Source: an optimization exercise on an open RTL-to-GDS flow (aim: small area, a short achievable clock period and few clock cycles per item). Production flows keep margins and buffers that such runs may drop.
Only simulation tests tie the RTL to the original design; equivalence was not proved.

onyx:
==> flow/design.v (excerpt) <==
module md_unit (
  input  logic        clk,
  input  logic        reset,
  input  logic        start,
  input  logic        flush,
  input  logic [3:0]  MD_op,
  input  logic [31:0] A,
  input  logic [31:0] B,
  output logic        busy,
  output logic        stall,
  output logic [31:0] HI,
  output logic [31:0] LO
);
  localparam int S  = md_unit_pkg::DIV_STEPS;
  localparam int LS = md_unit_pkg::DIV_LOG;
  localparam int CW = 6 - LS;   
  localparam logic [4:0] SHM = 32 - S;   
  logic          busy_q;
  logic          mul_q;     
  logic [31:0]   hi_q;
  logic [31:0]   lo_q;
  logic [CW-1:0] cnt_q;
  logic [63:0]   t_q;       
  logic [32:0]   x_q;       
  logic [16:0]   ch_q;      
  logic          sub_q;
  logic          qneg_q;
  logic          rneg_q;
  logic          dz_q;      
  logic acc_go;
  logic op_mul, op_acc, op_div, op_sgn, op_sub;
  assign acc_go = start & ~flush & ~busy_q;
  assign op_mul = (MD_op == md_unit_pkg::MD_MULT)  | (MD_op == md_unit_pkg::MD_MULTU) |
                  (MD_op == md_unit_pkg::MD_MADD)  | (MD_op == md_unit_pkg::MD_MADDU) |
                  (MD_op == md_unit_pkg::MD_MSUB)  | (MD_op == md_unit_pkg::MD_MSUBU);
  assign op_acc = (MD_op == md_unit_pkg::MD_MADD)  | (MD_op == md_unit_pkg::MD_MADDU) |
                  (MD_op == md_unit_pkg::MD_MSUB)  | (MD_op == md_unit_pkg::MD_MSUBU);
  assign op_sub = (MD_op == md_unit_pkg::MD_MSUB)  | (MD_op == md_unit_pkg::MD_MSUBU);
  assign op_div = (MD_op == md_unit_pkg::MD_DIV)   | (MD_op == md_unit_pkg::MD_DIVU);
  assign op_sgn = (MD_op == md_unit_pkg::MD_MULT)  | (MD_op == md_unit_pkg::MD_DIV) |
                  (MD_op == md_unit_pkg::MD_MADD)  | (MD_op == md_unit_pkg::MD_MSUB);
  assign busy  = busy_q;
  assign stall = busy_q | (start & (MD_op != 4'd0) & (MD_op <= 4'd12));
  ...
export LEC_CHECK = 0
export CAP_MARGIN = 20
export CORE_MARGIN = 2
export CORE_UTILIZATION = 55
export SLEW_MARGIN = 20
create_clock -name core_clock -period 80.0 [get_ports {clk}]
standard.sh (not shown) runs the stock make flow with config.mk's settings and CLKGATE_MAP_FILE= SYNTH_SCRIPT=/design/flow/synth_recipe.tcl, a recipe that flattens the netlist after the stock synthesis.
==> flow/flow/run.sh <==
#!/bin/bash
# Layout flow: the standard layout (standard.sh) with two changes:
#  - repair_timing runs with a larger setup margin, so that it also sizes
#    the short input-to-output path (start/MD_op -> stall), whose slack is
#    far above the standard margin;
#  - the port buffers are sky130_fd_sc_hd__buf_1 (the repair steps resize
#    them where needed).
# Constraints (clock period, I/O delays, output load) are the standard flow's, unchanged.
# Each step's full output goes to its own log file here and under orfs/logs.
set -euo pipefail
# standard synthesis, unchanged
bash standard.sh synth > log_synth.txt 2>&1
# the rest of the standard layout with the two settings above
sed 's/"\${@:-finish}"/SETUP_SLACK_MARGIN=48 "BUFFER_PORTS_ARGS=-buffer_cell sky130_fd_sc_hd__buf_1" "${@:-finish}"/' \
  standard.sh > standard_tuned.sh
grep -q 'SETUP_SLACK_MARGIN=48' standard_tuned.sh
bash standard_tuned.sh finish > log_layout.txt 2>&1
test -f out/final.def
onyx finished end to end and its layout was clean on timing, DRC and antenna.
Testbench counts of onyx, summed over its fixed seeds: cycles 3,919, ops 2,400.
Changes in violet relative to onyx:
Settings: an added CTS_BUF_LIST of sky130_fd_sc_hd__clkbuf_8; a change of CORE_UTILIZATION from 55 to 65; an added PLACE_DENSITY of 0.75.
==> comparison <==
As far as number of buffers created by CTS goes, violet and onyx are indistinguishable; the numbers are identical. Diff onyx -> violet: die outline width went down by 7.9%; average via count per standard cell rose by about 5.5%; starting density of the core went up. violet against onyx: number of instances in the placed design saw a decrease.
Relative to violet, the following input files were edited for harbor:
Settings: PLACE_DENSITY removed (was 0.75); CTS_BUF_LIST removed (was sky130_fd_sc_hd__clkbuf_8); CAP_MARGIN changed from 20 to 5; SLEW_MARGIN changed from 20 to 5; CORE_UTILIZATION changed from 65 to 40.
### Flow results
Chip width, harbor and violet, lower one = violet. Delta (harbor minus violet): sequential cell area held steady, count of clock buffers in the final design fell 2, fraction of area in multi-input gates saw a decrease, area growth from synthesis to layout moved up.

## separate check: timing with driven ports
In the flow no input, the clock included, has a driving cell. The finished layouts below were timed again as built, in two steps. Step 1, drivers: a clkbuf_16 drives clk and a buf_2 each remaining input, both assumed. Step 2 moves the port delays by t, midway between the first and last clock arrival at a register: inputs arrive t later, outputs are due t later. That takes back most of the time a late clock gives input paths. a / b / c = ideal / step 1 / step 2; a / b = the first two.
run | t (ns) | slack for setup (ns) | latest minus earliest clock arrival (ns) | slew at the worst register clock pin (ns) | cell pins on the clock port's net
onyx | 0.545 | 47.431 / 47.386 / 47.386 | 0.020 / 0.020 | 0.09 / 0.09 | 1
violet | 0.601 | 47.425 / 47.373 / 47.373 | 0.025 / 0.025 | 0.12 / 0.12 | 1
harbor | 0.548 | 47.454 / 47.407 / 47.407 | 0.027 / 0.027 | 0.10 / 0.10 | 1
After both steps setup and hold are still met in every run listed. For violet, which loses most, drivers alone change the setup slack by -0.052 ns; drivers and shift together by -0.052 ns.
